This design comes from an exercise in tuning for small area on the open sky130 flow, not from production work.
In this exercise RTL edits were held to simulation tests only and were not proved equivalent to the original.
Power and IR drop assume default switching activity.

run 1:
Design register_file_sb, start of the top module:
module register_file_sb #(
    parameter int DATA_WIDTH = 32,
    parameter int ADDR_WIDTH = 5,
    parameter int ZERO_REG   = 1,
    parameter int BYPASS     = 1
) (
    input  logic                  CLK,
    input  logic                  RST,
    input  logic [ADDR_WIDTH-1:0] A1,
    input  logic [ADDR_WIDTH-1:0] A2,
    output logic [DATA_WIDTH-1:0] RD1,
    output logic [DATA_WIDTH-1:0] RD2,
    input  logic                  WE3,
    input  logic [ADDR_WIDTH-1:0] A3,
    input  logic [DATA_WIDTH-1:0] WD3,
    input  logic                  RSV_EN,
    input  logic [ADDR_WIDTH-1:0] RSV_ADDR,
    output logic                  BUSY1,
    output logic                  BUSY2,
    input  logic                  CLR_REQ,
    output logic                  CLR_BUSY
);
Size: roughly 3500 cells after synthesis, roughly 1000 flip-flops, roughly 120 I/O pins.
==> flow/config.mk <==
export PLATFORM = sky130hd
export DESIGN_NAME = register_file_sb
export DESIGN_NICKNAME = register_file_sb
export VERILOG_FILES = /design/flow/design.v
export SDC_FILE = /design/flow/constraint.sdc
export NUM_CORES = 4
export LEC_CHECK = 0
export CAP_MARGIN = 20
export CORE_MARGIN = 2
export CORE_UTILIZATION = 40
export PLACE_DENSITY = 0.6
export SLEW_MARGIN = 20
export SYNTH_HIERARCHICAL = 1
export SYNTH_MINIMUM_KEEP_SIZE = 0
==> flow/constraint.sdc <==
create_clock -name core_clock -period 7.0 [get_ports {CLK}]
set_input_delay 1.4000 -clock core_clock [delete_from_list [all_inputs] [get_ports {CLK}]]
set_output_delay 1.4000 -clock core_clock [all_outputs]
set_load 0.01 [all_outputs]
standard.sh (not shown) runs the stock make flow with config.mk's settings and CLKGATE_MAP_FILE= SYNTH_SCRIPT=/design/flow/synth_recipe.tcl, a recipe that flattens the netlist after the stock synthesis.
==> flow/flow/run.sh <==
#!/bin/bash
# The standard layout (standard.sh, standard synthesis included), with two knobs set:
#  * port buffers use the smallest buffer cell instead of the flow's default pick;
#  * clock tree synthesis uses clkbuf_16 with larger sink clusters and no dummy loads.
# The full make output goes to flow_make.log here; ORFS keeps each step's log under orfs/logs.
set -euo pipefail
export BUFFER_PORTS_ARGS="-buffer_cell sky130_fd_sc_hd__buf_1"
export CTS_ARGS="-sink_clustering_enable -repair_clock_nets -dont_use_dummy_load -buf_list sky130_fd_sc_hd__clkbuf_16 -sink_clustering_size 25 -sink_clustering_max_diameter 90"
bash standard.sh "BUFFER_PORTS_ARGS=$BUFFER_PORTS_ARGS" "CTS_ARGS=$CTS_ARGS" finish > flow_make.log 2>&1
For run 2, these inputs were changed with respect to run 1:
==> flow/flow/run.sh <==
#!/bin/bash
# The standard layout (standard.sh, standard synthesis included), with three knobs set:
#  * port buffers use the smallest buffer cell instead of the flow's default pick;
#  * clock tree synthesis uses clkbuf_16 with larger sink clusters and no dummy loads;
#  * after global routing, gates on paths with positive slack are downsized (RECOVER_POWER).
# The full make output goes to flow_make.log here; ORFS keeps each step's log under orfs/logs.
set -euo pipefail
export BUFFER_PORTS_ARGS="-buffer_cell sky130_fd_sc_hd__buf_1"
export CTS_ARGS="-sink_clustering_enable -repair_clock_nets -dont_use_dummy_load -buf_list sky130_fd_sc_hd__clkbuf_16 -sink_clustering_size 27 -sink_clustering_max_diameter 95"
export RECOVER_POWER=100
bash standard.sh "BUFFER_PORTS_ARGS=$BUFFER_PORTS_ARGS" "CTS_ARGS=$CTS_ARGS" "RECOVER_POWER=$RECOVER_POWER" finish > flow_make.log 2>&1
Findings:
From the logs: run 2 reached the end of the flow and failed the layout checks with max-capacitance violations, max-slew violations.
Of run 1 and run 2, the lower max-slew headroom at the worst pin belongs to run 2.
Worst setup path startpoint = RST: run 2; worst setup path startpoint = A2[3]: run 1
Diff run 2..run 1 | global-route congestion overflow total | unchanged
As far as wire length on met2 is concerned, run 1 and run 2 perform about the same.
On worst setup slack, run 1 beats run 2.
Relative to run 1, utilization after layout has gone down in run 2.
~same combinational group share of total power in run 1 and run 2
Sort run 1 and run 2 by met3 routing resource usage after global routing, ascending, and run 1 comes first.
Clock-buffer cell count shrinks by a few percent when moving from run 1 to run 2.
Changes observed in run 2 relative to run 1: final net count now sits at about the same level; final wirelength neither gained nor lost much.
The inputs of run 3 differ from those of run 2 as listed below.
==> flow/flow/run.sh <==
#!/bin/bash
# The standard layout (standard.sh, standard synthesis included), with two knobs set:
#  * port buffers use the smallest buffer cell instead of the flow's default pick;
#  * clock tree synthesis uses clkbuf_16 with larger sink clusters and no dummy loads.
# The full make output goes to flow_make.log here; ORFS keeps each step's log under orfs/logs.
set -euo pipefail
export BUFFER_PORTS_ARGS="-buffer_cell sky130_fd_sc_hd__buf_1"
export CTS_ARGS="-sink_clustering_enable -repair_clock_nets -dont_use_dummy_load -buf_list sky130_fd_sc_hd__clkbuf_16 -sink_clustering_size 27 -sink_clustering_max_diameter 95"
bash standard.sh "BUFFER_PORTS_ARGS=$BUFFER_PORTS_ARGS" "CTS_ARGS=$CTS_ARGS" finish > flow_make.log 2>&1
==> run summary <==
Taking run 2 as the reference, in run 3 design area increased by 0.38% relative to the old numbers; required arrival time at the worst endpoint fell 1.92 ns; portion of the layout cell area used by clock cells level; area taken by multi-input logic gates level.
Run 3 has completed all stages; timing, DRC and antenna checks passed.
Changes observed in run 3 relative to run 2: fraction of power consumed by sequential logic roughly the same, total power did not really move, cell count held, post-route fraction of the period consumed by the critical path lower.
Run 3: minimum clock period after layout 0.42 ns below run 2
The following lists how run 4 was set up differently from run 3:
==> flow/run.sh (new file) <==
#!/bin/bash
# synth_recipe.tcl (not shown) runs the flow's synth.tcl, then flattens the netlist and writes it again
# the make line also repeats each setting of config.mk as NAME=value (left out here)
make -C /OpenROAD-flow-scripts/flow DESIGN_CONFIG=/design/flow/config.mk WORK_HOME=/design/flow/orfs CLKGATE_MAP_FILE= SYNTH_SCRIPT=/design/flow/synth_recipe.tcl finish
--- a/flow/config.mk
+++ b/flow/config.mk
@@ -10,2 +10,5 @@
 export CORE_UTILIZATION = 40
+export CTS_BUF_LIST = sky130_fd_sc_hd__clkbuf_16
+export CTS_CLUSTER_DIAMETER = 90
+export CTS_CLUSTER_SIZE = 25
 export PLACE_DENSITY = 0.6
removed: flow/flow/run.sh
removed: flow/standard.sh
[summary]
- Diff run 3 -> run 4: maximum operating frequency -8.5%; worst hold slack up 0.0049 ns; clock-buffer cell count saw an increase; placed wire-length estimate now sits lower.
- Run 4: total of plain and repair buffers excluding clock buffers 11% above run 3
- Met3 track demand over resource: run 4 vs run 3 up 1.2 points
- Routed wire length (higher): run 3

## separate check: timing with driven ports
No port has a modelled driver above. Below, the same layouts with a new extraction and two added sets of constraints.
Step 1 sets driving cells, clkbuf_16 on the clock port and buf_2 on the other inputs (assumed; they add their load-dependent delay and slew).
Step 2 also shifts input and output timing later by t, the mid clock arrival at the registers, as if the neighbouring blocks saw the same clock.
Three values: ideal ports, drivers, drivers and shift; two values: the first two.
run | t, ns | slack for setup (ns) | clock arrival spread, ns | worst register clock-pin slew, ns | worst slew at a driven data input, ns
run 1 | 0.695 | 0.915 / 0.893 / 0.893 | 0.072 / 0.072 | 0.11 / 0.11 | 0.04
run 2 | 0.726 | 0.488 / 0.541 / -0.185 | 0.049 / 0.049 | 0.11 / 0.11 | 0.04
run 3 | 0.724 | 0.909 / 0.874 / 0.874 | 0.047 / 0.047 | 0.11 / 0.11 | 0.04
run 4 | 0.726 | 0.342 / 0.315 / 0.315 | 0.052 / 0.052 | 0.11 / 0.11 | 0.05
For run 2, which loses most, drivers alone change the setup slack by +0.053 ns; drivers and shift together by -0.673 ns.
